This is an optimization exercise on Yosys and OpenROAD, whose aim is small area, a short achievable clock period and few clock cycles, not a production implementation.
Function was checked by simulation only, so behaviour that the tests miss may differ from the original.
Power and IR drop assume default switching activity.

==> flow/flow/run.sh <==
#!/bin/bash
# Standard layout with a stronger setup repair target and buf_4 port buffers;
# make's full output goes to orfs_make.log.
set -euo pipefail
bash standard.sh SETUP_SLACK_MARGIN=7 "BUFFER_PORTS_ARGS=-buffer_cell sky130_fd_sc_hd__buf_4" finish > orfs_make.log 2>&1
==> flow/standard.sh <==
#!/bin/bash
# synth_recipe.tcl (not shown) runs the flow's synth.tcl, then flattens the netlist and writes it again
# the make line also repeats each setting of config.mk as NAME=value (left out here)
make -C /OpenROAD-flow-scripts/flow DESIGN_CONFIG=/design/flow/config.mk WORK_HOME=/design/flow/orfs CLKGATE_MAP_FILE= SYNTH_SCRIPT=/design/flow/synth_recipe.tcl "${@:-finish}"
==> flow/config.mk <==
export PLATFORM = sky130hd
export DESIGN_NAME = md5_message_digest
export DESIGN_NICKNAME = md5_message_digest
export VERILOG_FILES = /design/flow/design.v
export SDC_FILE = /design/flow/constraint.sdc
export NUM_CORES = 4
export LEC_CHECK = 0
export ABC_AREA = 1
export CAP_MARGIN = 20
export CORE_MARGIN = 2
export CORE_UTILIZATION = 55
export SETUP_SLACK_MARGIN = 5
export SLEW_MARGIN = 20
export TNS_END_PERCENT = 0
==> flow/constraint.sdc <==
create_clock -name core_clock -period 11.0 [get_ports {clock}]
set_input_delay 2.2000 -clock core_clock [delete_from_list [all_inputs] [get_ports {clock}]]
set_output_delay 2.2000 -clock core_clock [all_outputs]
set_load 0.01 [all_outputs]
==> flow/design.v <==
package md5_pkg;
   localparam int WORD_W       = 32;
   localparam int COUNT_W      = 3;
   localparam int BLOCK_WORDS  = 16;
   localparam int WIDX_W       = 4;
   localparam int FILL_W       = 6;
   localparam int LEN_W        = 61;
   localparam int ROUND_W      = 6;
   localparam int ROT_W        = 5;
   localparam int DIGEST_WORDS = 4;
   localparam int DIDX_W       = 2;
   localparam logic [COUNT_W-1:0] WORD_BYTES  = 3'd4;
   localparam logic [7:0]         PAD_BYTE    = 8'h80;
   localparam logic [ROUND_W-1:0] ROUND_LAST  = 6'd63;
   localparam logic [DIDX_W-1:0]  DIGEST_LAST = 2'd3;
   localparam logic [WIDX_W-1:0]  LEN_LO_IDX  = 4'd14;
   localparam logic [WIDX_W-1:0]  LEN_HI_IDX  = 4'd15;
   localparam logic [1:0] GRP_F = 2'd0;
   localparam logic [1:0] GRP_G = 2'd1;
   localparam logic [1:0] GRP_H = 2'd2;
   localparam logic [1:0] GRP_I = 2'd3;
   localparam logic [WORD_W-1:0] INIT_A = 32'h67452301;
   localparam logic [WORD_W-1:0] INIT_B = 32'hefcdab89;
   localparam logic [WORD_W-1:0] INIT_C = 32'h98badcfe;
   localparam logic [WORD_W-1:0] INIT_D = 32'h10325476;
   typedef enum logic [2:0] {
      ST_IDLE,
      ST_PAD,
      ST_LENGTH,
      ST_LOAD,
      ST_ROUNDS,
      ST_FOLD,
      ST_EMIT
   } md5_state_type;
   typedef enum logic [1:0] {
      PH_DATA,
      PH_PAD,
      PH_FINAL
   } md5_phase_type;
   typedef struct packed {
      logic              load_word;
      logic              pad;
      logic              clear;
      logic              length;
      logic              start;
      logic              round;
      logic              fold;
      logic              restart;
      logic [DIDX_W-1:0] emit_index;
   } md5_cmd_type;
   typedef struct packed {
      logic block_full;
      logic pad_two;
      logic round_last;
   } md5_status_type;
   function automatic logic [WORD_W-1:0] md5_round_add(input logic [ROUND_W-1:0] r);
      case (r)
         6'd0:  md5_round_add = 32'hd76aa478;
         6'd1:  md5_round_add = 32'he8c7b756;
         6'd2:  md5_round_add = 32'h242070db;
         6'd3:  md5_round_add = 32'hc1bdceee;
         6'd4:  md5_round_add = 32'hf57c0faf;
         6'd5:  md5_round_add = 32'h4787c62a;
         6'd6:  md5_round_add = 32'ha8304613;
         6'd7:  md5_round_add = 32'hfd469501;
         6'd8:  md5_round_add = 32'h698098d8;
         6'd9:  md5_round_add = 32'h8b44f7af;
         6'd10: md5_round_add = 32'hffff5bb1;
         6'd11: md5_round_add = 32'h895cd7be;
         6'd12: md5_round_add = 32'h6b901122;
         6'd13: md5_round_add = 32'hfd987193;
         6'd14: md5_round_add = 32'ha679438e;
         6'd15: md5_round_add = 32'h49b40821;
         6'd16: md5_round_add = 32'hf61e2562;
         6'd17: md5_round_add = 32'hc040b340;
         6'd18: md5_round_add = 32'h265e5a51;
         6'd19: md5_round_add = 32'he9b6c7aa;
         6'd20: md5_round_add = 32'hd62f105d;
         6'd21: md5_round_add = 32'h02441453;
         6'd22: md5_round_add = 32'hd8a1e681;
         6'd23: md5_round_add = 32'he7d3fbc8;
         6'd24: md5_round_add = 32'h21e1cde6;
         6'd25: md5_round_add = 32'hc33707d6;
         6'd26: md5_round_add = 32'hf4d50d87;
         6'd27: md5_round_add = 32'h455a14ed;
         6'd28: md5_round_add = 32'ha9e3e905;
         6'd29: md5_round_add = 32'hfcefa3f8;
         6'd30: md5_round_add = 32'h676f02d9;
         6'd31: md5_round_add = 32'h8d2a4c8a;
         6'd32: md5_round_add = 32'hfffa3942;
         6'd33: md5_round_add = 32'h8771f681;
         6'd34: md5_round_add = 32'h6d9d6122;
         6'd35: md5_round_add = 32'hfde5380c;
         6'd36: md5_round_add = 32'ha4beea44;
         6'd37: md5_round_add = 32'h4bdecfa9;
         6'd38: md5_round_add = 32'hf6bb4b60;
         6'd39: md5_round_add = 32'hbebfbc70;
         6'd40: md5_round_add = 32'h289b7ec6;
         6'd41: md5_round_add = 32'heaa127fa;
         6'd42: md5_round_add = 32'hd4ef3085;
         6'd43: md5_round_add = 32'h04881d05;
         6'd44: md5_round_add = 32'hd9d4d039;
         6'd45: md5_round_add = 32'he6db99e5;
         6'd46: md5_round_add = 32'h1fa27cf8;
         6'd47: md5_round_add = 32'hc4ac5665;
         6'd48: md5_round_add = 32'hf4292244;
         6'd49: md5_round_add = 32'h432aff97;
         6'd50: md5_round_add = 32'hab9423a7;
         6'd51: md5_round_add = 32'hfc93a039;
         6'd52: md5_round_add = 32'h655b59c3;
         6'd53: md5_round_add = 32'h8f0ccc92;
         6'd54: md5_round_add = 32'hffeff47d;
         6'd55: md5_round_add = 32'h85845dd1;
         6'd56: md5_round_add = 32'h6fa87e4f;
         6'd57: md5_round_add = 32'hfe2ce6e0;
         6'd58: md5_round_add = 32'ha3014314;
         6'd59: md5_round_add = 32'h4e0811a1;
         6'd60: md5_round_add = 32'hf7537e82;
         6'd61: md5_round_add = 32'hbd3af235;
         6'd62: md5_round_add = 32'h2ad7d2bb;
         default: md5_round_add = 32'heb86d391;
      endcase
   endfunction
   function automatic logic [ROT_W-1:0] md5_rot_amount(input logic [ROUND_W-1:0] r);
      case ({r[5:4], r[1:0]})
         4'd0:  md5_rot_amount = 5'd7;
         4'd1:  md5_rot_amount = 5'd12;
         4'd2:  md5_rot_amount = 5'd17;
         4'd3:  md5_rot_amount = 5'd22;
         4'd4:  md5_rot_amount = 5'd5;
         4'd5:  md5_rot_amount = 5'd9;
         4'd6:  md5_rot_amount = 5'd14;
         4'd7:  md5_rot_amount = 5'd20;
         4'd8:  md5_rot_amount = 5'd4;
         4'd9:  md5_rot_amount = 5'd11;
         4'd10: md5_rot_amount = 5'd16;
         4'd11: md5_rot_amount = 5'd23;
         4'd12: md5_rot_amount = 5'd6;
         4'd13: md5_rot_amount = 5'd10;
         4'd14: md5_rot_amount = 5'd15;
         default: md5_rot_amount = 5'd21;
      endcase
   endfunction
   function automatic logic [WIDX_W-1:0] md5_msg_index(input logic [ROUND_W-1:0] r);
      logic [WIDX_W-1:0] lo;
      lo = r[3:0];
      case (r[5:4])
         GRP_F:   md5_msg_index = lo;
         GRP_G:   md5_msg_index = 4'((lo << 2) + lo + 4'd1);
         GRP_H:   md5_msg_index = 4'((lo << 1) + lo + 4'd5);
         default: md5_msg_index = 4'((lo << 3) - lo);
      endcase
   endfunction
   function automatic logic [WORD_W-1:0] md5_mix(input logic [1:0] grp,
                                                 input logic [WORD_W-1:0] b,
                                                 input logic [WORD_W-1:0] c,
                                                 input logic [WORD_W-1:0] d);
      case (grp)
         GRP_F:   md5_mix = (b & c) | (~b & d);
         GRP_G:   md5_mix = (b & d) | (c & ~d);
         GRP_H:   md5_mix = b ^ c ^ d;
         default: md5_mix = c ^ (b | ~d);
      endcase
   endfunction
   function automatic logic [WORD_W-1:0] md5_rotl(input logic [WORD_W-1:0] v,
                                                  input logic [ROT_W-1:0] s);
      logic [2*WORD_W-1:0] dbl;
      dbl = {v, v} << s;
      md5_rotl = dbl[2*WORD_W-1:WORD_W];
   endfunction
endpackage
module md5_message_digest (
   input  logic                            clock,
   input  logic                            reset,
   input  logic                            req_valid,
   output logic                            req_ready,
   input  logic [md5_pkg::WORD_W-1:0]      req_word,
   input  logic [md5_pkg::COUNT_W-1:0]     req_bytes,
   input  logic                            req_last,
   output logic                            rsp_valid,
   input  logic                            rsp_ready,
   output logic [md5_pkg::WORD_W-1:0]      rsp_word,
   output logic [md5_pkg::DIDX_W-1:0]      rsp_index,
   output logic                            rsp_done
);
   logic [31:0] ring [16];
   logic [31:0] b_ff, c_ff, d_ff, p_ff, f1_ff, f0_ff;
   logic [31:0] q_ff [4];
   logic [4:0]  widx_ff, widx_n;    
   logic        wnew_ff, wnew_n;    
   logic        wpad_ff, wpad_n;    
   logic        wpend_ff, wpend_n;  
   logic        wlen_ff, wlen_n;    
   logic        wstart_ff, wstart_n;  
   logic        wfirst_ff, wfirst_n;  
   logic [3:0]  base_ff, base_n;    
   logic [58:0] nw_ff, nw_n;        
   logic        nwc_ff, nwc_n;      
   logic        ninc_ff, ninc_n;    
   logic [1:0]  tail_ff, tail_n;    
   logic        run_ff, run_n;      
   logic        fold_ff, fold_n;    
   logic [5:0]  step_ff, step_n;
   logic [5:0]  stp1_ff, stp2_ff;   
   logic [5:0]  stp1_n;             
   logic        efirst_ff, efirst_n;
   logic        efinal_ff, efinal_n;
   logic        round_ff, round_n;  
   logic        setup_ff, setup_n;  
   logic        pend_ff, pend_n;
   logic [1:0]  eidx_ff, eidx_n;
   logic [3:0]  esel_ff, esel_n;   
   logic [31:0] rword_ff;          
   logic        ready_ff, ready_n;
   logic        ring_free, aligned, can_wr, wr_en, wr_msg, wr_pad;
   logic [3:0]  wi;
   logic [2:0]  cnt;
   logic [31:0] msg_word, pad_word, wr_word;
   logic        len_lo_now, len_hi_now;
   assign ring_free = !run_ff || (step_ff == 6'd63);
   logic        aligned_ff;
   assign aligned   = aligned_ff;
   assign can_wr    = widx_ff[4] ? (ring_free && !wnew_ff) : aligned;
   assign wi        = widx_ff[4] ? 4'd0 : widx_ff[3:0];
   assign req_ready = ready_ff;          
   assign wr_msg    = ready_ff && req_valid;
   assign wr_pad    = wpad_ff && can_wr;
   assign wr_en     = wr_msg || wr_pad;
   assign cnt = (!req_last || req_bytes[2]) ? 3'd4 : req_bytes;
   always_comb begin
      for (int j = 0; j < 4; j++) begin
         msg_word[8*j +: 8] = ({8{cnt[2] || 2'(j) < req_bytes[1:0]}} & req_word[8*j +: 8])
                            | ({8{!cnt[2] && 2'(j) == req_bytes[1:0]}} & md5_pkg::PAD_BYTE);
      end
   end
   assign len_lo_now = (wi == 4'd14) && !wpend_ff;
   assign len_hi_now = (wi == 4'd15) && wlen_ff;
   always_comb begin
      if (len_lo_now)      pad_word = {nw_ff[26:0], tail_ff, 3'b000};
      else if (len_hi_now) pad_word = nw_ff[58:27];
      else if (wpend_ff)   pad_word = 32'h00000080;
      else                 pad_word = 32'h0;
   end
   assign wr_word = wpad_ff ? pad_word : msg_word;
   always_ff @(posedge clock) begin
      for (int i = 0; i < 15; i++) ring[i] <= ring[i+1];
      ring[15] <= wr_en ? wr_word : ring[0];
   end
   always_comb begin
      widx_n   = widx_ff;
      wnew_n   = wnew_ff;
      wpad_n   = wpad_ff;
      wpend_n  = wpend_ff;
      wlen_n   = wlen_ff;
      wstart_n = wstart_ff;
      wfirst_n = wfirst_ff;
      nw_n     = nw_ff;
      nwc_n    = 1'b0;
      ninc_n   = 1'b0;
      if (ninc_ff) {nwc_n, nw_n[26:0]} = {1'b0, nw_ff[26:0]} + 28'd1;
      if (nwc_ff) nw_n[58:27] = nw_ff[58:27] + 32'd1;
      tail_n   = tail_ff;
      base_n   = base_ff - 4'd1;
      if (wr_en) begin
         widx_n = 5'(wi) + 5'd1;
         if (widx_ff[4]) begin
            base_n   = 4'd15;
            wnew_n   = 1'b1;
            wfirst_n = wstart_ff && !wpad_ff;
            if (!wpad_ff) wstart_n = 1'b0;
         end
      end
      if (setup_ff) wnew_n = 1'b0;
      if (wr_msg) begin
         ninc_n = cnt[2];
         if (req_last) begin
            wpad_n  = 1'b1;
            wpend_n = cnt[2];
            tail_n  = cnt[1:0];
         end
      end
      if (wr_pad) begin
         if (len_lo_now) begin
            wlen_n = 1'b1;
         end else if (len_hi_now) begin
            wlen_n   = 1'b0;
            wpad_n   = 1'b0;
            wstart_n = 1'b1;
            nw_n     = '0;
            tail_n   = '0;
         end else if (wpend_ff) begin
            wpend_n = 1'b0;
         end
      end
   end
   logic qshift, fold_go;
   assign fold_go = fold_ff && (efinal_ff || wnew_ff);
   assign qshift  = (round_ff && step_ff[5:2] == 4'hf && step_ff[1:0] != 2'd0) || fold_go;
   always_comb begin
      run_n    = run_ff;
      fold_n   = fold_ff;
      step_n   = step_ff;
      efirst_n = efirst_ff;
      efinal_n = efinal_ff;
      pend_n   = pend_ff;
      eidx_n   = eidx_ff;
      esel_n   = esel_ff;
      if (round_ff) begin
         step_n = stp1_ff;
         if (step_ff == 6'd63) begin
            run_n  = 1'b0;
            fold_n = 1'b1;
         end
      end
      if (fold_go) begin
         fold_n = 1'b0;
         if (efinal_ff) begin
            pend_n = 1'b1;
            eidx_n = 2'd0;
            esel_n = 4'b0001;
         end
      end
      if (setup_ff) begin
         run_n    = 1'b1;
         step_n   = '0;
         efirst_n = wfirst_ff;
         efinal_n = 1'b0;
      end
      if (wr_pad && len_lo_now) efinal_n = 1'b1;
      if (pend_ff && rsp_ready) begin
         if (eidx_ff == 2'd3) pend_n = 1'b0;
         eidx_n = eidx_ff + 2'd1;
         esel_n = {esel_ff[2:0], esel_ff[3]};
      end
      round_n = run_n
                && (step_n[5:4] != 2'd0 || step_n[3:0] == 4'd15
                    || (wr_en ? (5'(wi) > 5'(step_n)) : (widx_ff > 5'(step_n) + 5'd1)))
                && !(step_n == 6'd61 && pend_n);
      setup_n = wnew_n && !run_n;
      ready_n = !wpad_n && (widx_n[4] ? ((!run_n || step_n == 6'd63) && !wnew_n)
                                      : (wr_en || (4'(base_ff + widx_ff[3:0]) == 4'd1)));
   end
   always_ff @(posedge clock) begin
      if (reset) begin
         widx_ff   <= 5'd16;
         wnew_ff   <= 1'b0;
         wpad_ff   <= 1'b0;
         wpend_ff  <= 1'b0;
         wlen_ff   <= 1'b0;
         wstart_ff <= 1'b1;
         wfirst_ff <= 1'b0;
         nw_ff     <= '0;
         nwc_ff    <= 1'b0;
         ninc_ff   <= 1'b0;
         tail_ff   <= '0;
         run_ff    <= 1'b0;
         fold_ff   <= 1'b0;
         step_ff   <= '0;
         stp1_ff   <= 6'd1;
         stp2_ff   <= 6'd2;
         efirst_ff <= 1'b0;
         efinal_ff <= 1'b0;
         pend_ff   <= 1'b0;
         eidx_ff   <= '0;
         esel_ff   <= 4'b0001;
         ready_ff  <= 1'b1;
         round_ff  <= 1'b0;
         setup_ff  <= 1'b0;
      end else begin
         widx_ff   <= widx_n;
         wnew_ff   <= wnew_n;
         wpad_ff   <= wpad_n;
         wpend_ff  <= wpend_n;
         wlen_ff   <= wlen_n;
         wstart_ff <= wstart_n;
         wfirst_ff <= wfirst_n;
         nw_ff     <= nw_n;
         nwc_ff    <= nwc_n;
         ninc_ff   <= ninc_n;
         tail_ff   <= tail_n;
         run_ff    <= run_n;
         fold_ff   <= fold_n;
         step_ff   <= step_n;
         stp1_ff   <= stp1_n;
         stp2_ff   <= setup_ff ? 6'd2 : round_ff ? stp2_ff + 6'd1 : stp2_ff;
         efirst_ff <= efirst_n;
         efinal_ff <= efinal_n;
         pend_ff   <= pend_n;
         eidx_ff   <= eidx_n;
         esel_ff   <= esel_n;
         ready_ff  <= ready_n;
         round_ff  <= round_n;
         setup_ff  <= setup_n;
      end
      base_ff <= base_n;
      aligned_ff <= wr_en || (4'(base_ff + widx_ff[3:0]) == 4'd1);
   end
   logic [5:0]  pidx_n, pidx_ff;
   logic [3:0]  rpos;
   logic [31:0] mword_ff;      
   logic        ysf_ff, ysn_ff;    
   logic [3:0]  rlo_ff;            
   logic [5:0]  rhi_ff;            
   logic [4:0]  ramt_n;
   assign ramt_n = md5_pkg::md5_rot_amount(step_n);
   function automatic logic [3:0] msg_idx(input logic [5:0] r);
      case (r[5:4])
         2'd0:    msg_idx = r[3:0];
         2'd1:    msg_idx = 4'(r[3:0] * 4'd5 + 4'd1);
         2'd2:    msg_idx = 4'(r[3:0] * 4'd3 + 4'd5);
         default: msg_idx = 4'(r[3:0] * 4'd7);
      endcase
   endfunction
   assign stp1_n = setup_ff ? 6'd1 : round_ff ? stp2_ff : stp1_ff;
   assign pidx_n = run_n ? stp1_n : 6'd0;
   logic [3:0] posa_ff, posb_ff, posc_ff;
   always_comb begin
      if (round_ff)      rpos = posb_ff;
      else if (setup_ff) rpos = posc_ff;
      else if (run_ff)   rpos = posa_ff;
      else               rpos = base_ff;
   end
   always_ff @(posedge clock) begin
      pidx_ff <= pidx_n;
      if (round_ff) begin
         posa_ff <= posb_ff - 4'd1;
         posb_ff <= base_ff - 4'd1 + msg_idx(6'(stp2_ff + 6'd1));
      end else if (setup_ff) begin
         posa_ff <= base_ff;             
         posb_ff <= base_ff + 4'd1;      
      end else begin
         posa_ff <= posa_ff - 4'd1;
         posb_ff <= posb_ff - 4'd1;
      end
      posc_ff <= base_n + 4'd1;
      rlo_ff  <= 4'd1 << ramt_n[1:0];
      rhi_ff  <= (round_n && !reset) ? 6'd1 << ramt_n[4:2] : 6'd0;
      ysf_ff  <= setup_n && wfirst_n && !reset;
      ysn_ff  <= setup_n && !wfirst_n && !reset;
      mword_ff <= (wr_en && pidx_n[5:4] == 2'd0 && wi == pidx_n[3:0]) ? wr_word : ring[rpos];
   end
   function automatic logic [31:0] ks_add(input logic [31:0] x, input logic [31:0] z);
      logic [31:0] g, t, gn, tn;
      g = x & z;
      t = x | z;
      gn = g;
      tn = t;
      gn[1] = g[1] | ((t[1] & x[0]) & z[0]);
      tn[1] = t[1] & t[0];
      for (int i = 2; i < 32; i++) begin
         gn[i] = g[i] | (t[i] & g[i-1]);
         tn[i] = t[i] & t[i-1];
      end
      g = gn;
      t = tn;
      for (int d = 2; d < 32; d = d * 2) begin
         gn = g;
         tn = t;
         for (int i = d; i < 32; i++) begin
            gn[i] = g[i] | (t[i] & g[i-d]);
            tn[i] = t[i] & t[i-d];
         end
         g = gn;
         t = tn;
      end
      ks_add = x ^ (z ^ {g[30:0], 1'b0});
   endfunction
   logic [31:0] rot1, mword, kword, pbase, fval, xsum, rot, csel, yval, bkeep, bsum;
   logic [31:0] chain_sum, c_n, d_n, f1_n, f0_n;
   assign mword = mword_ff;
   assign kword = md5_pkg::md5_round_add(pidx_ff);
   assign pbase = d_ff;
   assign fval = (b_ff & f1_ff) | (~b_ff & f0_ff);
   assign xsum = ks_add(p_ff, fval);
   logic [31:0] pcs_s, pcs_c, psum;
   assign pcs_s = pbase ^ kword ^ mword;
   assign pcs_c = (pbase & kword) | (pbase & mword) | (kword & mword);
   logic [31:0] psum_hi;
   assign psum_hi = ks_add({1'b0, pcs_s[31:1]}, {1'b0, pcs_c[30:0]});
   assign psum    = {psum_hi[30:0], pcs_s[0]};
   always_comb begin
      rot1 = '0;
      for (int k = 0; k < 4; k++)
         rot1 = rot1 | ({32{rlo_ff[k]}} & md5_pkg::md5_rotl(xsum, 5'(k)));
      rot = '0;
      for (int k = 1; k < 6; k++)
         rot = rot | ({32{rhi_ff[k]}} & md5_pkg::md5_rotl(rot1, 5'(4 * k)));
   end
   logic       csq_ff;
   logic [3:0] csi_ff;
   always_ff @(posedge clock) begin
      csq_ff <= !efirst_n;
      csi_ff <= efirst_n ? 4'd1 << step_n[1:0] : 4'd0;
   end
   assign csel = ({32{csq_ff}} & q_ff[0])
               | ({32{csi_ff[0]}} & md5_pkg::INIT_B) | ({32{csi_ff[1]}} & md5_pkg::INIT_A)
               | ({32{csi_ff[2]}} & md5_pkg::INIT_D) | ({32{csi_ff[3]}} & md5_pkg::INIT_C);
   assign chain_sum = ks_add(csel, b_ff);
   assign bkeep = ysf_ff ? 32'h0 : b_ff;
   assign yval  = rot | ({32{ysf_ff}} & md5_pkg::INIT_B) | ({32{ysn_ff}} & csel);
   assign bsum  = ks_add(bkeep, yval);
   always_comb begin
      c_n = c_ff;
      d_n = d_ff;
      if (round_ff) begin
         c_n = b_ff;
         if (step_ff != 6'd63) d_n = c_ff;
         else if (efinal_ff)   d_n = md5_pkg::INIT_A;
         else                  d_n = q_ff[2];
      end else if (setup_ff) begin
         c_n = wfirst_ff ? md5_pkg::INIT_C : q_ff[3];
         d_n = wfirst_ff ? md5_pkg::INIT_D : q_ff[2];
      end else if (!run_ff && !fold_ff) begin
         d_n = md5_pkg::INIT_A;      
      end
      case (step_n[5:4])
         2'd0: begin f1_n = c_n;          f0_n = d_n;           end
         2'd1: begin f1_n = c_n | d_n;    f0_n = c_n & ~d_n;    end
         2'd2: begin f1_n = ~(c_n ^ d_n); f0_n = c_n ^ d_n;     end
         default: begin f1_n = ~c_n;      f0_n = ~(c_n ^ d_n);  end
      endcase
   end
   always_ff @(posedge clock) begin
      b_ff  <= bsum;
      c_ff  <= c_n;
      d_ff  <= d_n;
      f1_ff <= f1_n;
      f0_ff <= f0_n;
      if ((round_ff && step_ff != 6'd63) || setup_ff) p_ff <= psum;
      if (qshift) begin
         q_ff[0] <= q_ff[1];
         q_ff[1] <= q_ff[2];
         q_ff[2] <= q_ff[3];
         q_ff[3] <= chain_sum;
      end
   end
   assign rsp_valid = pend_ff;
   assign rsp_index = eidx_ff;
   assign rsp_done  = esel_ff[3];
   assign rsp_word  = rword_ff;
   always_ff @(posedge clock) begin
      if (fold_go && efinal_ff)
         rword_ff <= q_ff[1];
      else if (pend_ff && rsp_ready)
         rword_ff <= ({32{esel_ff[0]}} & q_ff[3]) | ({32{esel_ff[1]}} & q_ff[2])
                   | ({32{esel_ff[2]}} & q_ff[1]);
   end
endmodule
==> reports/qor.yml, run 1 <==
final-setup-viol-count: 0
p_total_mw: 20.8
crit_fanout: 5
ir_worst_vdd_uv: 214
ios: 77
insertion_delay_ns: 0.73
crit_path_top_delay_cell: "dfxtp_1"
drtIter0Drc: 5849
postRouteAntennaNets: 0
status: "finished clean"
grt_pass1_wl_mm: 289
dp.cells: 7755
hold_path_class: "register to register"
period_share_pct: 39.8
power_per_cell_area_mw_per_mm2: 366
die_y_microns: 310
fin_setup_tns_ns: 0
die_w_microns: 310
max_stage_delay_ns: 0.61
max_slew.worst_pin.slew_ns: 1.29
rsz0062_at_grt: "true"
synth-async-reset-ratio_pct: 0
place_ws_ns: 6.40
coreArea_sq_mm: 0.0929
track_usage_pct: 40.9
crit_path_frequent_cell: "nand2_1"
detailed_place_hpwl_mm: 147
fin_crit_ns: 4.38
start_kind: "register"
arrival_ns: 4.98
combPwrFrac_pct: 52.2
pwr-share-clk_pct: 17.7
port_buffers: 76
switching_share_pct: 49.5
syn_area_sq_mm: 0.0514
cts_buffers: 106
cts_tree: "built"
wl_per_cell_microns: 25.0
finalNetCount: 6811
layout-drive-gt1-share_pct: 9.37
synth_top_area_cell: "dfxtp_1"
crit_required_ns: 11.60
synth_top_area_share_pct: 34.1
rows: 112
cts_max_level: 3
area_growth_pct: 10.8
power.leakage_nw: 26.0
wl_mm: 199
initial_core_util_pct: 55.3
finalMaxSlewViolations: 0
netlist_instances: 6593
clkSinkCount: 1067
antenna_found_initial: 0
synth_edf_count: 192
reg2reg_depth: 27
synth_ff_type: "dfxtp_1"
path_clk_slew_ns: 0.06
syn_avg_cell_area_sq_um: 7.79
switchingPower_mw: 10.3
fmax_mhz: 229
ys_types: 75
seqPwrFrac_pct: 30.0
cts-root-buf: "clkbuf_16"
drtPass1Iterations: 8
via_count: 47600
final_cells: 7961
internal-power_mw: 10.5
cts_buffer_depth: 3
synth.area.top_cells: "dfxtp_1 34%, nand2_1 12%, edfxtp_1 11%"
worst_slack_ns: 6.62
worstSetupPathType: "register to register"
finalHoldViolCount: 0
synth_fp_nets: 6788
grt_pass1_vias: 44800
grt_max_degree: 78
die_area_sq_mm: 0.0959
viasPerCell: 5.98
cts_hold_buf: 0
yosysSeqAreaShare_pct: 45.3
overflow: 0
yosys_warnings: 3
drc_errors: 0
gp_congestion: 1.04
cap_violations: 0
max_slew_margin_pct: 13.1
skew_ns: 0.0762
end_kind: "register"
holdPathStages: 0
yosys_register_bits: 1067
[sequential cells by signal, summed over array words and instances, names as in the netlist, 4 cells and up]
name      count
step_ff       6
stp1_ff       6
csi_ff        4
base_ff       4
nw_ff        59
esel_ff       4
posb_ff       4
rlo_ff        4
f0_ff        32
posa_ff       4
widx_ff       5
stp2_ff       6
d_ff         32
kword        32
mword_ff     32
p_ff         32
c_ff         32
f1_ff        32
posc_ff       4
b_ff         32
q_ff        128
ring        512
rhi_ff        5
rword_ff     32
[Yosys cell counts (13+ instances only)]
library cell / number
o21bai_1: 13
a21oi_1: 284
o211ai_1: 46
dfxtp_1: 875
nor3_1: 64
xnor2_1: 47
o21ai_0: 371
o22ai_1: 68
o21ai_1: 19
nand4_2: 19
fa_1: 33
a31oi_1: 29
nand2_1: 1649
a22oi_1: 52
inv_1: 796
ha_1: 122
a21boi_0: 35
buf_2: 13
nor2_2: 29
edfxtp_1: 192
a221oi_1: 125
nand2_2: 65
clkbuf_1: 198
nand4_1: 86
nor2_1: 557
a22o_1: 29
nand3_1: 297
xor2_1: 99
nand3b_1: 22
nand3_2: 22
buf_1: 23
o2111ai_1: 29
a32o_1: 53
a21oi_2: 14
inv_2: 60
nor4_1: 15
[cells by family (layout without fill, tap and decap cells)]
logic type                 after synthesis  in the layout  synth area share [%]
other                                    0              3                     0
buffers and inverters                 1098           1209                  8.06
adders and majority gates              155            155                  4.26
muxes                                    1              1                0.0219
xor gates and xnor gates               147            147                  2.52
AOI/OAI and AO/OA                     1240           1240                  15.5
DFF                                   1067           1067                  45.3
and+or+nand+nor                       2885           2885                  24.4
[cell type report]
cell class | instances | area [sq um]
Antenna cell | 3 | 7.51
Clock buffer | 144 | 2970
Clock inverter | 52 | 597
Fill cell | 8415 | 36000
Inverter | 862 | 3260
Multi-Input combinational cell | 4428 | 24100
Sequential cell | 1067 | 23300
Tap cell | 1254 | 1570
Timing Repair Buffer | 151 | 1140
[metrics by stage]
step	hold slack, ns	area, sq um	utilization [%]
2_1_floorplan	0.327	51400	-
3_3_place_gp	0.333	53200	57.3
3_5_place_dp	0.335	53200	57.3
4_1_cts	0.309	56800	61.2
5_1_grt	0.315	56900	61.3
6_report	0.309	56900	61.3
[power by group through the flow]
| stage | logic, mW | registers, mW | clock network, mW |
|---|---|---|---|
| after CTS | 10.6 | 6.21 | 3.72 |
| after global routing | 11.8 | 6.33 | 3.86 |
| after detailed placement | 10.5 | 6.27 | 0 |
| after floorplan | 7.17 | 5.78 | 0 |
| final | 10.9 | 6.26 | 3.70 |
| after global placement | 10.4 | 6.26 | 0 |
[routing by layer]
layer  wire (microns)  global-route usage [%]  vias to the layer above
li1                 -                       -                    21900
met1            75800                    50.4                    22300
met2            87500                    63.7                     2605
met3            18200                    7.95                      741
met4            17600                    30.8                        0
met5                0                       0                        -
[placed cells by master (no fill, tap or decap), types with 29 or more instances in the layout]
cell | synthesis | routed
a21boi_0 | 35 | 35
a21oi_1 | 284 | 283
a221oi_1 | 125 | 125
a22o_1 | 29 | 29
a22oi_1 | 52 | 51
a32o_1 | 53 | 53
buf_4 | 1 | 148
clkbuf_16 | 0 | 107
dfxtp_1 | 875 | 864
edfxtp_1 | 192 | 192
fa_1 | 33 | 33
ha_1 | 122 | 122
inv_1 | 796 | 788
inv_2 | 60 | 59
nand2_1 | 1649 | 1646
nand2_2 | 65 | 67
nand3_1 | 297 | 297
nand4_1 | 86 | 86
nor2_1 | 557 | 542
nor2_2 | 29 | 36
nor3_1 | 64 | 63
o2111ai_1 | 29 | 29
o211ai_1 | 46 | 46
o21ai_0 | 371 | 370
o22ai_1 | 68 | 68
xnor2_1 | 47 | 47
xor2_1 | 99 | 99
[worst max-delay path: cells and delay by family (launching register included)]
kind / cells / cell delay [ns]
AO/OA/AOI/OAI: 2 / 0.31
buffers and inverters: 3 / 0.41
flip-flops: 1 / 0.61
AND/OR/NAND/NOR: 22 / 2.91
[timing repair]
| action | 4_1_cts | 5_1_grt |
|---|---|---|
| setup endpoints to repair | 117 | 222 |
| resized for setup | 16 | 15 |
| setup buffers | 4 | 3 |
| pin swaps | 0 | 1 |
| hold endpoints to repair | 0 | 0 |
[path summary, 6_finish.rpt]
kind	from	end	slack [ns]
max reg2reg	b_ff[26]	b_ff[28]	6.62
max	b_ff[26]	b_ff[28]	6.62
min reg2reg	ring[15][31]	ring[14][31]	0.31
min	ring[15][31]	ring[14][31]	0.31
Testbench counts, summed over its fixed seeds: cycles 45,028.
==> run 2: changes to the inputs <==
--- a/flow/design.v
+++ b/flow/design.v
@@ -472,12 +472,9 @@
    assign pbase = d_ff;
    assign fval = (b_ff & f1_ff) | (~b_ff & f0_ff);
    assign xsum = ks_add(p_ff, fval);
-   logic [31:0] pcs_s, pcs_c, psum;
-   assign pcs_s = pbase ^ kword ^ mword;
-   assign pcs_c = (pbase & kword) | (pbase & mword) | (kword & mword);
-   logic [31:0] psum_hi;
-   assign psum_hi = ks_add({1'b0, pcs_s[31:1]}, {1'b0, pcs_c[30:0]});
-   assign psum    = {psum_hi[30:0], pcs_s[0]};
+   logic [31:0] kmsum, psum;
+   assign kmsum = ks_add(kword, mword);
+   assign psum  = ks_add(pbase, kmsum);
    always_comb begin
       rot1 = '0;
       for (int k = 0; k < 4; k++)
==> reports/qor.yml, run 2 <==
crit_required_ns: 11.54  # was 11.60 ns
drtPass1Iterations: 8  # unchanged
ios: 77  # unchanged
max_slew_margin_pct: 27.2  # was 13.1%
crit_fanout: 38  # was 5
rsz0062_at_grt: "true"  # unchanged
drc_errors: 0  # unchanged
detailed_place_hpwl_mm: 155  # was 147 mm
power_per_cell_area_mw_per_mm2: 374  # was 366 mW/mm^2
rows: 114  # was 112
pwr-share-clk_pct: 18.2  # was 17.7%
largest-register: "ring"  # unchanged
cts_buffers: 108  # was 106
layout_commonest_cell: "nand2_1"  # unchanged
track_usage_pct: 40.6  # was 40.9%
postRouteAntennaNets: 0  # unchanged
p_total_mw: 22.2  # was 20.8 mW
grt_max_degree: 77  # was 78
layout_common_cells: "1849 x nand2_1, 906 x inv_1, 853 x dfxtp_1"  # was 1646 x nand2_1, 864 x dfxtp_1, 788 x inv_1
synth_top_area_share_pct: 32.9  # was 34.1%
ys_types: 77  # was 75
initial_core_util_pct: 55.3  # about the same
synth.most_common_cell: "nand2_1"  # unchanged
seqPwrFrac_pct: 28.8  # was 30.0%
synth.area.top_cells: "dfxtp_1 33%, nand2_1 13%, edfxtp_1 11%"  # was dfxtp_1 34%, nand2_1 12%, edfxtp_1 11%
fmax_mhz: 236  # was 229 MHz
cap_violations: 0  # unchanged
gp_congestion: 1.07  # was 1.04
yosys_warnings: 3  # unchanged
overflow: 0  # unchanged
period_share_pct: 38.4  # was 39.8%
cts_hold_buf: 0  # unchanged
synth_fp_nets: 7304  # was 6788
switchingPower_mw: 11.0  # was 10.3 mW
layout-drive-gt1-share_pct: 9.54  # was 9.37%
cts_buffer_depth: 3  # unchanged
synth_ff_type: "dfxtp_1"  # unchanged
syn_area_sq_mm: 0.0532  # was 0.0514 sq mm
arrival_ns: 4.77  # was 4.98 ns
max_slew.worst_pin.slew_ns: 1.09  # was 1.29 ns
fin_setup_tns_ns: 0  # unchanged
die_area_sq_mm: 0.0993  # was 0.0959 sq mm
cts_tree: "built"  # unchanged
viasPerCell: 5.95  # was 5.98
synth_commonest_cells: "1852 x nand2_1, 912 x inv_1, 875 x dfxtp_1, 678 x nor2_1, 381 x o21ai_0"  # was 1649 x nand2_1, 875 x dfxtp_1, 796 x inv_1, 557 x nor2_1, 371 x o21ai_0
antenna_found_initial: 3  # was 0
fin_crit_ns: 4.23  # was 4.38 ns
ir_worst_vdd_uv: 200  # was 214 uV
final-setup-viol-count: 0  # unchanged
routed.top_layer: "met5"  # was met4
place_ws_ns: 6.43  # was 6.40 ns
finalMaxSlewViolations: 0  # unchanged
largest_register_ffs: 512  # unchanged
path_clk_slew_ns: 0.06  # about the same
drtIter0Drc: 6030  # was 5849
yosys_register_bits: 1067  # unchanged
m1WireLength_mm: 78.0  # was 75.8 mm
combPwrFrac_pct: 53.1  # was 52.2%
cts_max_level: 3  # unchanged
internal-power_mw: 11.2  # was 10.5 mW
grt_pass1_vias: 48000  # was 44800
clkSinkCount: 1067  # unchanged
reg_top3: "ring x512, q_ff x128, nw_ff x59"  # unchanged
wl_per_cell_microns: 24.0  # was 25.0 microns
power.leakage_nw: 27.6  # was 26.0 nW
die_y_microns: 315  # was 310 microns
grt_pass1_wl_mm: 301  # was 289 mm
hold_path_class: "register to register"  # unchanged
start_kind: "register"  # unchanged
insertion_delay_ns: 0.77  # was 0.73 ns
crit_chain: "inv_1 -> buf_4 -> o211ai_1 -> a31oi_1 -> nor2_1 -> nand2_1 -> inv_1 -> buf_4 -> a22o_1 -> a221oi_1 -> nand4_1 -> o41ai_1 -> o21ai_0"
synth-async-reset-ratio_pct: 0  # unchanged
syn_avg_cell_area_sq_um: 7.45  # was 7.79 sq um
end_kind: "register"  # unchanged
wl_met2_mm: 91.2  # was 87.5 mm
coreArea_sq_mm: 0.0963  # was 0.0929 sq mm
skew_ns: 0.114  # was 0.0762 ns
switching_share_pct: 49.7  # was 49.5%
wl_mm: 206  # was 199 mm
area_growth_pct: 11.5  # was 10.8%
max_stage_delay_ns: 0.67  # was 0.61 ns
crit_path_top_delay_cell: "a31oi_1"  # was dfxtp_1
synth_edf_count: 192  # unchanged
status: "finished clean"  # unchanged
via_count: 50900  # was 47600
port_buffers: 76  # unchanged
cts-root-buf: "clkbuf_16"  # unchanged
worstSetupPathType: "register to register"  # unchanged
netlist_instances: 7138  # was 6593
synth_top_area_cell: "dfxtp_1"  # unchanged
fillers: 8822  # was 8415
wl_met3_mm: 18.0  # was 18.2 mm
finalHoldViolCount: 0  # unchanged
finalNetCount: 7356  # was 6811
worst_slack_ns: 6.77  # was 6.62 ns
yosysSeqAreaShare_pct: 43.8  # was 45.3%
die_w_microns: 315  # was 310 microns
==> run 2: worst paths after layout <==
check,startpoint,to,slack [ns],depth (start not counted)
worst max-delay path,setup_ff,mword_ff[10],6.77,13
worst min-delay path,ring[3][28],ring[2][28],0.32,0
worst max register to register,setup_ff,mword_ff[10],6.77,13
worst min register to register,ring[3][28],ring[2][28],0.32,0
==> run 2: cell type report <==
class	count	area, sq um	share of cell area, %
diodes	2	5.00	0.00843
clock buffers	146	3070	5.17
clock inverters	57	881	1.48
inverters	992	3750	6.33
multi-input cells	4857	25500	43.0
flip-flops and latches	1067	23300	39.3
well taps	1276	1600	2.69
repair buffers	163	1230	2.07
repair inverters	1	5.00	0.00843
==> run 2: logic make-up (layout without fill, tap and decap cells) <==
group	after synthesis	count (layout)	share of synthesized area, %
multiplexers	1	1	0.0188
flip-flops	1067	1067	43.8
AND/OR/NAND/NOR	3296	3296	26.8
buffers and inverters	1215	1359	8.64
adder cells (fa/ha/maj)	126	126	3.00
AO/OA/AOI/OAI	1259	1260	15.0
other	0	2	0
XOR/XNOR	174	174	2.86
==> run 2: metal layers <==
layer	vias up	track usage [%]
li1	23600	-
met1	23900	49.6
met2	2725	64.1
met3	771	6.93
met4	2	30.9
met5	-	0
==> run 2: power groups by stage <==
stage                     Combinational, mW  Sequential, mW  Clock, mW
after detailed placement               11.3            6.38          0
after global routing                   12.8            6.45       4.20
final                                  11.8            6.39       4.03
after floorplan                        7.81            5.86          0
after CTS                              11.4            6.33       4.04
after global placement                 11.2            6.37          0
==> run 2: what timing repair did <==
item | CTS | global route
cloned | 1 | 1
pin swaps | 1 | 4
setup buffers | 1 | 9
setup endpoints to repair | 147 | 169
resized for setup | 10 | 53
==> run 2: metrics by stage <==
step                      util, %  instance area (sq um)  cells  hold slack [ns]
after floorplan                 -                  53200   7138            0.331
after global placement       57.3                  55100   8344            0.332
after detailed placement     57.3                  55100   8344            0.335
after CTS                    61.4                  59100   8549            0.324
after global routing         61.6                  59300   8559            0.327
final                        61.6                  59300   8561            0.320
==> run 2: worst max-delay path, delay by kind of cell (launching register included) <==
kind                   cells  cell delay [ns]
flip-flops                 1             0.31
AO/OA/AOI/OAI              6             2.05
buffers and inverters      4             1.16
AND/OR/NAND/NOR            3             0.49
Testbench counts of run 2, summed over its fixed seeds: cycles 45,028.
==> run 3: changes to the inputs <==
--- a/flow/design.v
+++ b/flow/design.v
@@ -396,8 +396,12 @@
       aligned_ff <= wr_en || (4'(base_ff + widx_ff[3:0]) == 4'd1);
    end
    logic [5:0]  pidx_n, pidx_ff;
-   logic [3:0]  rpos;
    logic [31:0] mword_ff;      
+   logic [31:0] ring_rd;
+   always_comb begin
+      ring_rd = '0;
+      for (int k = 0; k < 16; k++) ring_rd = ring_rd | ({32{rsel_ff[k]}} & ring[k]);
+   end
    logic        ysf_ff, ysn_ff;    
    logic [3:0]  rlo_ff;            
    logic [5:0]  rhi_ff;            
@@ -413,31 +417,36 @@
    endfunction
    assign stp1_n = setup_ff ? 6'd1 : round_ff ? stp2_ff : stp1_ff;
    assign pidx_n = run_n ? stp1_n : 6'd0;
-   logic [3:0] posa_ff, posb_ff, posc_ff;
+   logic [3:0]  posa_ff, posb_ff, posc_ff, posa_n, posb_n, posc_n, rpos_n;
+   logic [15:0] rsel_ff;
    always_comb begin
-      if (round_ff)      rpos = posb_ff;
-      else if (setup_ff) rpos = posc_ff;
-      else if (run_ff)   rpos = posa_ff;
-      else               rpos = base_ff;
-   end
-   always_ff @(posedge clock) begin
-      pidx_ff <= pidx_n;
       if (round_ff) begin
-         posa_ff <= posb_ff - 4'd1;
-         posb_ff <= base_ff - 4'd1 + msg_idx(6'(stp2_ff + 6'd1));
+         posa_n = posb_ff - 4'd1;
+         posb_n = base_ff - 4'd1 + msg_idx(6'(stp2_ff + 6'd1));
       end else if (setup_ff) begin
-         posa_ff <= base_ff;             
-         posb_ff <= base_ff + 4'd1;      
+         posa_n = base_ff;               
+         posb_n = base_ff + 4'd1;        
       end else begin
-         posa_ff <= posa_ff - 4'd1;
-         posb_ff <= posb_ff - 4'd1;
+         posa_n = posa_ff - 4'd1;
+         posb_n = posb_ff - 4'd1;
       end
-      posc_ff <= base_n + 4'd1;
+      posc_n = base_n + 4'd1;
+      if (round_n)      rpos_n = posb_n;
+      else if (setup_n) rpos_n = posc_n;
+      else if (run_n)   rpos_n = posa_n;
+      else              rpos_n = base_n;
+   end
+   always_ff @(posedge clock) begin
+      pidx_ff <= pidx_n;
+      posa_ff <= posa_n;
+      posb_ff <= posb_n;
+      posc_ff <= posc_n;
+      rsel_ff <= 16'd1 << rpos_n;
       rlo_ff  <= 4'd1 << ramt_n[1:0];
       rhi_ff  <= (round_n && !reset) ? 6'd1 << ramt_n[4:2] : 6'd0;
       ysf_ff  <= setup_n && wfirst_n && !reset;
       ysn_ff  <= setup_n && !wfirst_n && !reset;
-      mword_ff <= (wr_en && pidx_n[5:4] == 2'd0 && wi == pidx_n[3:0]) ? wr_word : ring[rpos];
+      mword_ff <= (wr_en && pidx_n[5:4] == 2'd0 && wi == pidx_n[3:0]) ? wr_word : ring_rd;
    end
    function automatic logic [31:0] ks_add(input logic [31:0] x, input logic [31:0] z);
       logic [31:0] g, t, gn, tn;
==> reports/qor.yml, run 3 <==
synthAdderAreaFrac_pct: 2.99  # was 3.00%
postRouteAntennaNets: 0  # unchanged
synth_compound_area_share_pct: 14.0  # was 15.0%
syn_avg_cell_area_sq_um: 7.41  # was 7.45 sq um
synth_top_area_share_pct: 33.4  # was 32.9%
wl_met2_mm: 92.1  # was 91.2 mm
timing.critical_path.max_delay_family: "simple AND/OR/NAND/NOR gates"  # was compound AO/OA/AOI/OAI gates
synth.area.top_cells: "dfxtp_1 33%, nand2_1 14%, edfxtp_1 11%"  # was dfxtp_1 33%, nand2_1 13%, edfxtp_1 11%
syn_area_sq_mm: 0.0532  # about the same
gp_congestion: 1.07  # about the same
port_buffers: 76  # unchanged
synth_top_area_cell: "dfxtp_1"  # unchanged
coreArea_sq_mm: 0.0963  # unchanged
synth.most_common_cell: "nand2_1"  # unchanged
clkSinkCount: 1079  # was 1067
fin_setup_tns_ns: 0  # unchanged
die_w_microns: 315  # about the same
ir_worst_vdd_uv: 182  # was 200 uV
power_per_cell_area_mw_per_mm2: 373  # was 374 mW/mm^2
cts_hold_buf: 0  # unchanged
cts_buffers: 106  # was 108
skew_ns: 0.0791  # was 0.114 ns
crit_path_frequent_cell: "nand2_1"
status: "finished clean"  # unchanged
cap_violations: 0  # unchanged
drtPass1Iterations: 6  # was 8
largest-register: "ring"  # unchanged
path_clk_slew_ns: 0.07  # was 0.06 ns
synth-async-reset-ratio_pct: 0  # unchanged
wl_met3_mm: 16.1  # was 18.0 mm
rsz0062_at_grt: "true"  # unchanged
synth-simple-area-share_pct: 27.6  # was 26.8%
synth_top_family_by_area: "simple AND/OR/NAND/NOR gates"  # unchanged
die_area_sq_mm: 0.0992  # was 0.0993 sq mm
crit_path_top_delay_cell: "dfxtp_1"  # was a31oi_1
hold_path_class: "register to register"  # unchanged
yosys_register_bits: 1079  # was 1067
fillers: 8819  # was 8822
crit_buf_inv: 5  # was 4
synth_xor_area_share_pct: 2.68  # was 2.86%
synth_ff_type: "dfxtp_1"  # unchanged
cts_buffer_depth: 3  # unchanged
postPlaceCellArea_sq_mm: 0.0551  # about the same
max_slew.worst_pin.slew_ns: 1.22  # was 1.09 ns
reg_top3: "ring x512, q_ff x128, nw_ff x59"  # unchanged
yosysSeqAreaShare_pct: 44.2  # was 43.8%
dp.cells: 8378  # was 8344
finalHoldViolCount: 0  # unchanged
fin_crit_ns: 4.05  # was 4.23 ns
wl_per_cell_microns: 23.4  # was 24.0 microns
power.leakage_nw: 27.3  # was 27.6 nW
netlist_instances: 7177  # was 7138
synth_commonest_cells: "1963 x nand2_1, 887 x dfxtp_1, 885 x inv_1, 645 x nor2_1, 426 x o21ai_0"  # was 1852 x nand2_1, 912 x inv_1, 875 x dfxtp_1, 678 x nor2_1, 381 x o21ai_0
hold_ws_ns: 0.294  # was 0.320 ns
via_count: 50400  # was 50900
initial_core_util_pct: 55.3  # about the same
max_slew_margin_pct: 17.8  # was 27.2%
final-setup-viol-count: 0  # unchanged
start_kind: "register"  # unchanged
cts_tree: "built"  # unchanged
detailed_place_hpwl_mm: 150  # was 155 mm
cts_max_level: 3  # unchanged
end_kind: "register"  # unchanged
track_usage_pct: 39.8  # was 40.6%
viasPerCell: 5.86  # was 5.95
period_share_pct: 36.8  # was 38.4%
worstSetupPathType: "register to register"  # unchanged
largest_register_ffs: 512  # unchanged
arrival_ns: 4.54  # was 4.77 ns
synth_edf_count: 192  # unchanged
drc_errors: 0  # unchanged
antenna_found_initial: 6  # was 3
die_y_microns: 315  # about the same
grt_pass1_vias: 47800  # was 48000
overflow: 0  # unchanged
cts-root-buf: "clkbuf_16"  # unchanged
finalMaxSlewViolations: 0  # unchanged
max_stage_delay_ns: 0.44  # was 0.67 ns
ios: 77  # unchanged
crit_required_ns: 11.49  # was 11.54 ns
layout_commonest_cell: "nand2_1"  # unchanged
layout_common_cells: "1948 x nand2_1, 880 x inv_1, 859 x dfxtp_1"  # was 1849 x nand2_1, 906 x inv_1, 853 x dfxtp_1
grt_pass1_wl_mm: 296  # was 301 mm
area_growth_pct: 11.6  # was 11.5%
fmax_mhz: 247  # was 236 MHz
wl_mm: 201  # was 206 mm
yosys_warnings: 3  # unchanged
ys_types: 78  # was 77
synth.mux.area_fraction_pct: 0.0188  # about the same
crit_fanout: 5  # was 38
m1WireLength_mm: 74.2  # was 78.0 mm
drtIter0Drc: 5841  # was 6030
routed.top_layer: "met5"  # unchanged
synth_fp_nets: 7343  # was 7304
final_cells: 8599  # was 8561
grt_max_degree: 82  # was 77
insertion_delay_ns: 0.76  # was 0.77 ns
finalNetCount: 7395  # was 7356
rows: 114  # unchanged
stdcell_area_sq_mm: 0.0594  # was 0.0593 sq mm
layout-drive-gt1-share_pct: 9.69  # was 9.54%
-- run 3: cell types whose count changed in the layout (fill, tap and decap cells not counted), sizes merged, moves of 17 or more --
cell,before,now
a22o,70,3
nand4,123,140
o21ai,424,460
nor2,727,685
nand3,341,394
nand2,1923,2023
a221oi,116,133
-- run 3: cells by family after synthesis --
group	count (synthesis)
XOR/XNOR	161
adder cells (fa/ha/maj)	126
AO/OA/AOI/OAI	1220
AND/OR/NAND/NOR	3400
buffers and inverters	1190
multiplexers	1
flip-flops	1079
-- run 3: report_power, final --
| group | switching [mW] | internal [mW] |
|---|---|---|
| Combinational | 8.47 | 3.49 |
| Clock | 1.65 | 2.27 |
| Sequential | 0.878 | 5.38 |
| Total | 11.0 | 11.1 |
-- run 3: path summary, 6_finish.rpt --
| kind | startpoint | to | slack [ns] | cells after the start |
|---|---|---|---|---|
| max | b_ff[7] | b_ff[17] | 6.95 | 27 |
| min | ring[5][1] | ring[4][1] | 0.29 | 0 |
| max reg2reg | b_ff[7] | b_ff[17] | 6.95 | 27 |
| min reg2reg | ring[5][1] | ring[4][1] | 0.29 | 0 |
-- run 3: per-layer routing --
layer / up-vias / GRT usage (%)
met4: 2 / 30.3
met5: - / 0
met2: 2450 / 65.2
met3: 747 / 7.08
met1: 23500 / 46.4
li1: 23700 / -
-- run 3: cell type report --
cell class              count  area [sq um]  area share [%]
diodes                      3          7.51          0.0126
clock buffers             146          3010            5.07
flip-flops and latches   1079         23600            39.7
repair inverters            1          5.00         0.00843
repair buffers            162          1240            2.09
inverters                 971          3680            6.20
well taps                1276          1600            2.69
clock inverters            53           810            1.36
multi-input cells        4908         25500            42.9
-- run 3: timing repair --
item,4_1_cts,5_1_grt
resized for setup,15,98
setup buffers,0,16
pin swaps,0,14
gates cloned,0,1
endpoints found under the setup margin,101,260
-- run 3: stage by stage --
step                      total power [mW]  setup WS, ns  utilization (%)
after detailed placement              17.6          6.05             57.2
after floorplan                       13.7          6.98                -
final                                 22.1          6.95             61.7
after global placement                17.5          6.04             57.2
after global routing                  23.4          6.77             61.6
after CTS                             21.6          6.89             61.2
Testbench counts of run 3, summed over its fixed seeds: cycles 45,028.
==> run 4: changes to the inputs <==
--- a/flow/config.mk
+++ b/flow/config.mk
@@ -11,4 +11,4 @@
 export CORE_UTILIZATION = 55
 export SETUP_SLACK_MARGIN = 5
 export SLEW_MARGIN = 20
-export TNS_END_PERCENT = 0
+export TNS_END_PERCENT = 10
==> reports/qor.yml, run 4 <==
power_per_cell_area_mw_per_mm2: 375  # was 373 mW/mm^2
wl_mm: 201  # about the same
p_total_mw: 22.6  # was 22.1 mW
grt_pass1_vias: 47200  # was 47800
final-setup-viol-count: 0  # unchanged
grt_pass1_wl_mm: 293  # was 296 mm
synth_ff_type: "dfxtp_1"  # unchanged
fmax_mhz: 253  # was 247 MHz
crit_chain: "inv_4 -> nand2_1 -> nand3b_1 -> buf_4 -> nand2_1 -> inv_2 -> nand2_1 -> inv_1 -> a21oi_1 -> nand4_1 -> nand3_1 -> nand4_2 -> nand2_1 -> nand2_1 -> nor2_1 -> nand4_4 -> nand2_2 -> inv_2 -> nand3_1 -> nand2_1 -> inv_1 -> nand3_2 -> xor2_1 -> inv_1"
layout_commonest_cell: "nand2_1"  # unchanged
ys_types: 78  # unchanged
fin_crit_ns: 3.95  # was 4.05 ns
clkSinkCount: 1079  # unchanged
reg_top3: "ring x512, q_ff x128, nw_ff x59"  # unchanged
cts_buffers: 110  # was 106
port_buffers: 76  # unchanged
crit_required_ns: 11.57  # was 11.49 ns
skew_ns: 0.0620  # was 0.0791 ns
synth.most_common_cell: "nand2_1"  # unchanged
coreArea_sq_mm: 0.0963  # unchanged
via_count: 50600  # was 50400
fin_setup_tns_ns: 0  # unchanged
postPlaceCellArea_sq_mm: 0.0551  # about the same
synth_top_area_cell: "dfxtp_1"  # unchanged
rsz0062_at_grt: "true"  # unchanged
cts_tree: "built"  # unchanged
cap_violations: 0  # unchanged
crit_path_top_delay_cell: "dfxtp_2"  # was dfxtp_1
drc_errors: 0  # unchanged
max_slew.worst_pin.slew_ns: 1.14  # was 1.22 ns
power.leakage_nw: 27.6  # was 27.3 nW
overflow: 0  # unchanged
ios: 77  # unchanged
drtPass1Iterations: 9  # was 6
max_slew_margin_pct: 23.4  # was 17.8%
cts-root-buf: "clkbuf_16"  # unchanged
initial_core_util_pct: 55.3  # unchanged
synth.area.top_cells: "dfxtp_1 33%, nand2_1 14%, edfxtp_1 11%"  # unchanged
synth_edf_count: 192  # unchanged
path_clk_slew_ns: 0.06  # was 0.07 ns
start_kind: "register"  # unchanged
layout-drive-gt1-share_pct: 11.4  # was 9.69%
syn_area_sq_mm: 0.0532  # unchanged
hold_path_class: "register to register"  # unchanged
status: "finished clean"  # unchanged
largest_register_ffs: 512  # unchanged
gp_congestion: 1.09  # was 1.07
postRouteAntennaNets: 0  # unchanged
cts_hold_buf: 0  # unchanged
max_stage_delay_ns: 0.41  # was 0.44 ns
largest-register: "ring"  # unchanged
die_y_microns: 315  # unchanged
finalHoldViolCount: 0  # unchanged
wl_per_cell_microns: 23.3  # was 23.4 microns
finalNetCount: 7420  # was 7395
yosysSeqAreaShare_pct: 44.2  # unchanged
synth_top_area_share_pct: 33.4  # unchanged
worstSetupPathType: "register to register"  # unchanged
die_w_microns: 315  # unchanged
cts_buffer_depth: 3  # unchanged
viasPerCell: 5.86  # about the same
yosys_warnings: 3  # unchanged
final_cells: 8625  # was 8599
drtIter0Drc: 5850  # was 5841
synth-async-reset-ratio_pct: 0  # unchanged
ir_worst_vdd_uv: 200  # was 182 uV
dp.cells: 8378  # unchanged
track_usage_pct: 39.4  # was 39.8%
insertion_delay_ns: 0.75  # was 0.76 ns
num_antenna_cells: 0  # was 3
crit_path_frequent_cell: "nand2_1"  # unchanged
arrival_ns: 4.52  # was 4.54 ns
die_area_sq_mm: 0.0992  # unchanged
antenna_found_initial: 2  # was 6
netlist_instances: 7177  # unchanged
area_growth_pct: 13.2  # was 11.6%
cts_max_level: 3  # unchanged
stdcell_area_sq_mm: 0.0602  # was 0.0594 sq mm
synth_commonest_cells: "1963 x nand2_1, 887 x dfxtp_1, 885 x inv_1, 645 x nor2_1, 426 x o21ai_0"  # unchanged
rows: 114  # unchanged
period_share_pct: 35.9  # was 36.8%
synth_fp_nets: 7343  # unchanged
syn_avg_cell_area_sq_um: 7.41  # unchanged
layout_common_cells: "1919 x nand2_1, 878 x inv_1, 847 x dfxtp_1"  # was 1948 x nand2_1, 880 x inv_1, 859 x dfxtp_1
end_kind: "register"  # unchanged
yosys_register_bits: 1079  # unchanged
grt_max_degree: 76  # was 82
finalMaxSlewViolations: 0  # unchanged
detailed_place_hpwl_mm: 148  # was 150 mm
crit_fanout: 6  # was 5
-- run 4: worst paths after layout --
check / from / endpoint / slack [ns] / cells after the start
worst min register to register: ring[3][5] / ring[2][5] / 0.30 / 0
worst max-delay path: b_ff[23] / b_ff[10] / 7.05 / 24
worst max register to register: b_ff[23] / b_ff[10] / 7.05 / 24
worst min-delay path: ring[3][5] / ring[2][5] / 0.30 / 0
-- run 4: layout make-up --
class | count | area (sq um)
Inverter | 971 | 3700
Clock inverter | 68 | 916
Multi-Input combinational cell | 4908 | 25900
Clock buffer | 139 | 3000
Tap cell | 1276 | 1600
Fill cell | 8674 | 36100
Timing Repair Buffer | 184 | 1440
Sequential cell | 1079 | 23600
-- run 4: worst max-delay path: cells and delay by family, from the launching register on --
kind / cells / cell delay, ns
buf+inv: 7 / 0.66
compound gates: 1 / 0.25
simple gates: 15 / 2.11
flops: 1 / 0.41
xor+xnor: 1 / 0.38
-- run 4: what timing repair did --
item                       4_1_cts  5_1_grt
pin swaps                        1       27
gates resized for setup         21      237
gates cloned                     0        1
buffers inserted                 0       39
setup endpoints to repair      125      174
-- run 4: kinds of logic (layout without fill, tap and decap cells) --
logic type,count (synthesis),in the layout,share of synthesized area (%)
AO/OA/AOI/OAI,1220,1220,14.0
XOR/XNOR,161,161,2.68
adder cells (fa/ha/maj),126,126,2.99
buffers and inverters,1190,1362,8.42
flip-flops,1079,1079,44.2
multiplexers,1,1,0.0188
AND/OR/NAND/NOR,3400,3400,27.6
-- run 4: power by group --
| part | total, mW | leakage, nW | internal, mW | switching, mW |
|---|---|---|---|---|
| clock network | 4.01 | 1.91 | 2.32 | 1.69 |
| registers | 6.29 | 9.12 | 5.39 | 0.897 |
| logic | 12.3 | 16.6 | 3.68 | 8.61 |
-- run 4: per-stage QoR --
step / utilization [%] / hold slack, ns / setup slack [ns]
2_1_floorplan: - / 0.331 / 7.01
3_3_place_gp: 57.2 / 0.333 / 6.09
3_5_place_dp: 57.2 / 0.335 / 6.01
4_1_cts: 61.4 / 0.296 / 6.81
5_1_grt: 62.5 / 0.298 / 6.93
6_report: 62.5 / 0.300 / 7.05
-- run 4: routing by layer --
| metal | global-route usage, % | share of wire (%) |
|---|---|---|
| met1 | 46.3 | 37 |
| met2 | 62.9 | 45 |
| met3 | 7.60 | 8.3 |
| met4 | 31.9 | 9.8 |
| met5 | 0 | 0.014 |
==> run 5: changes to the inputs <==
--- a/flow/config.mk
+++ b/flow/config.mk
@@ -11,4 +11,4 @@
 export CORE_UTILIZATION = 55
 export SETUP_SLACK_MARGIN = 5
 export SLEW_MARGIN = 20
-export TNS_END_PERCENT = 10
+export TNS_END_PERCENT = 25
==> reports/qor.yml, run 5 <==
path_clk_slew_ns: 0.06  # about the same
yosysSeqAreaShare_pct: 44.2  # unchanged
finalHoldViolCount: 0  # unchanged
start_kind: "register"  # unchanged
arrival_ns: 4.47  # was 4.52 ns
fin_crit_ns: 3.99  # was 3.95 ns
cts_max_level: 3  # unchanged
cap_violations: 0  # unchanged
final-setup-viol-count: 0  # unchanged
status: "finished clean"  # unchanged
crit_fanout: 22  # was 6
finalNetCount: 7417  # was 7420
drc_errors: 0  # unchanged
largest_register_ffs: 512  # unchanged
worstSetupPathType: "register to register"  # unchanged
synth_top_area_cell: "dfxtp_1"  # unchanged
die_y_microns: 315  # unchanged
synth_fp_nets: 7343  # unchanged
coreArea_sq_mm: 0.0963  # unchanged
netlist_instances: 7177  # unchanged
reg_top3: "ring x512, q_ff x128, nw_ff x59"  # unchanged
synth.most_common_cell: "nand2_1"  # unchanged
reg2reg_depth: 10  # was 24
detailed_place_hpwl_mm: 148  # unchanged
crit_path_top_delay_cell: "o21ai_0"  # was dfxtp_2
finalMaxSlewViolations: 0  # unchanged
cp-startpoint: "csq_ff"  # was b_ff[23]
path_depth: 10  # was 24
cts-root-buf: "clkbuf_16"  # unchanged
crit_chain: "inv_4 -> o21ai_0 -> nor2_1 -> o31ai_1 -> a21oi_1 -> o211ai_1 -> nand3_1 -> o311ai_1 -> xor2_1 -> inv_1"  # was inv_4 -> nand2_1 -> nand3b_1 -> buf_4 -> nand2_1 -> inv_2 -> nand2_1 -> inv_1 -> a21oi_1 -> nand4_1 -> nand3_1 -> nand4_2 -> nand2_1 -> nand2_1 -> nor2_1 -> nand4_4 -> nand2_2 -> inv_2 -> nand3_1 -> nand2_1 -> inv_1 -> nand3_2 -> xor2_1 -> inv_1
drtPass1Iterations: 8  # was 9
hold_ws_ns: 0.302  # was 0.300 ns
stdcell_area_sq_mm: 0.0602  # about the same
fillers: 8665  # was 8674
power.leakage_nw: 27.6  # about the same
crit_buf_inv: 2  # was 7
viasPerCell: 5.87  # was 5.86
dp.cells: 8378  # unchanged
grt_max_degree: 76  # unchanged
ios: 77  # unchanged
final_cells: 8622  # was 8625
yosys_register_bits: 1079  # unchanged
fmax_mhz: 250  # was 253 MHz
end_kind: "register"  # unchanged
synth.area.top_cells: "dfxtp_1 33%, nand2_1 14%, edfxtp_1 11%"  # unchanged
layout-drive-gt1-share_pct: 11.4  # about the same
ys_types: 78  # unchanged
p_total_mw: 22.7  # was 22.6 mW
overflow: 0  # unchanged
synth_ff_type: "dfxtp_1"  # unchanged
synth-async-reset-ratio_pct: 0  # unchanged
rows: 114  # unchanged
power_per_cell_area_mw_per_mm2: 376  # was 375 mW/mm^2
postRouteAntennaNets: 0  # unchanged
grt_pass1_wl_mm: 294  # was 293 mm
track_usage_pct: 39.5  # was 39.4%
ir_worst_vdd_uv: 198  # was 200 uV
r2r-start: "csq_ff"  # was b_ff[23]
crit_required_ns: 11.48  # was 11.57 ns
die_area_sq_mm: 0.0992  # unchanged
timing.critical_path.max_delay_family: "compound AO/OA/AOI/OAI gates"  # was simple AND/OR/NAND/NOR gates
rsz0062_at_grt: "true"  # unchanged
synth_edf_count: 192  # unchanged
die_w_microns: 315  # unchanged
drtIter0Drc: 5633  # was 5850
port_buffers: 76  # unchanged
cts_buffers: 110  # unchanged
wl_per_cell_microns: 23.4  # was 23.3 microns
grt_pass1_vias: 47300  # was 47200
cts_buffer_depth: 3  # unchanged
cts_tree: "built"  # unchanged
clkSinkCount: 1079  # unchanged
max_slew.worst_pin.slew_ns: 1.27  # was 1.14 ns
postPlaceCellArea_sq_mm: 0.0551  # unchanged
syn_avg_cell_area_sq_um: 7.41  # unchanged
antenna_found_initial: 2  # unchanged
max_stage_delay_ns: 1.01  # was 0.41 ns
num_antenna_cells: 0  # unchanged
area_growth_pct: 13.2  # about the same
skew_ns: 0.0657  # was 0.0620 ns
yosys_warnings: 3  # unchanged
largest-register: "ring"  # unchanged
synth_top_area_share_pct: 33.4  # unchanged
max_slew_margin_pct: 14.6  # was 23.4%
layout_common_cells: "1930 x nand2_1, 879 x inv_1, 847 x dfxtp_1"  # was 1919 x nand2_1, 878 x inv_1, 847 x dfxtp_1
min_from: "ring[14][5]"  # was ring[3][5]
insertion_delay_ns: 0.75  # about the same
via_count: 50600  # about the same
wl_mm: 201  # about the same
period_share_pct: 36.3  # was 35.9%
synth_commonest_cells: "1963 x nand2_1, 887 x dfxtp_1, 885 x inv_1, 645 x nor2_1, 426 x o21ai_0"  # unchanged
hold_path_class: "register to register"  # unchanged
fin_setup_tns_ns: 0  # unchanged
holdPathStages: 0  # unchanged
syn_area_sq_mm: 0.0532  # unchanged
gp_congestion: 1.09  # unchanged
layout_commonest_cell: "nand2_1"  # unchanged
initial_core_util_pct: 55.3  # unchanged
run 5: power breakdown:
| part | leakage [nW] | internal, mW | switching [mW] |
|---|---|---|---|
| clock network | 1.91 | 2.32 | 1.69 |
| registers | 9.12 | 5.39 | 0.901 |
| logic | 16.6 | 3.70 | 8.64 |
run 5: area by class of cell:
type	count	area, sq um	share of cell area [%]
Sequential cell	1079	23600	39.2
Tap cell	1276	1600	2.65
Timing Repair Buffer	181	1420	2.36
Clock inverter	68	916	1.52
Inverter	971	3690	6.14
Clock buffer	139	3000	4.99
Multi-Input combinational cell	4908	26000	43.1
run 5: metal layers:
metal | track usage, % | vias to the layer above | part of all wire [%]
li1 | - | 23700 | -
met5 | 0 | - | 0.0079
met4 | 31.5 | 2 | 9.6
met1 | 46.8 | 23500 | 38
met3 | 7.22 | 799 | 8.2
met2 | 63.1 | 2553 | 45
run 5: through the flow:
stage	setup WS, ns	utilization (%)
2_1_floorplan	7.01	-
3_3_place_gp	6.09	57.2
3_5_place_dp	6.01	57.2
4_1_cts	6.89	61.4
5_1_grt	6.93	62.5
6_report	7.01	62.5
run 5: logic make-up (layout without fill, tap and decap cells):
family | after synthesis | count (layout) | synth area share, %
fa+ha+maj | 126 | 126 | 2.99
buf+inv | 1190 | 1359 | 8.42
compound gates | 1220 | 1220 | 14.0
xor+xnor | 161 | 161 | 2.68
mux | 1 | 1 | 0.0188
flops | 1079 | 1079 | 44.2
simple gates | 3400 | 3400 | 27.6
run 5: worst paths after layout:
| path | end | slack [ns] |
|---|---|---|
| min | ring[13][5] | 0.30 |
| max reg2reg | q_ff[3][30] | 7.01 |
| min reg2reg | ring[13][5] | 0.30 |
| max | q_ff[3][30] | 7.01 |
run 5: repair_timing:
action	CTS	global route
pin swaps	3	31
setup buffers	3	33
hold buffers	0	0
gates cloned	0	1
endpoints found under the hold margin	0	0
resized for setup	35	218
setup endpoints to repair	125	138
run 5: worst register-to-register path, cell delays in order (launching register included):
cell	delay [ns]
dfxtp_4	0.44
inv_4	0.15
o21ai_0	1.01
nor2_1	0.41
o31ai_1	0.43
a21oi_1	0.12
o211ai_1	0.45
nand3_1	0.14
o311ai_1	0.31
xor2_1	0.18
inv_1	0.10

==> afterwards: timing with drivers on the ports <==
Ports are ideal in the flow. The routed layouts listed here were re-timed in OpenROAD.
Step 1: set_driving_cell puts a clkbuf_16 on clock and a buf_2 on each other input, an assumption about the parent block.
Step 2 times the ports against the registers' clock, not the clock port: input delays grow and output delays shrink by t, the midpoint of the rising clock arrivals with the driver on.
a / b / c = ideal ports / drivers / drivers and shift; a / b = the first two.
run	t (ns)	slack for setup (ns)	cell pins on the clock port's net
run 1	0.768	6.624 / 6.624 / 6.312	1
run 2	0.785	6.771 / 6.771 / 6.518	1
run 3	0.788	6.953 / 6.953 / 6.380	1
run 4	0.797	7.046 / 7.046 / 6.440	1
run 5	0.791	7.007 / 7.007 / 6.480	1
After both steps every run listed still meets setup and hold. For run 4, which loses most, drivers alone change the setup slack by 0.000 ns; drivers and shift together by -0.606 ns.
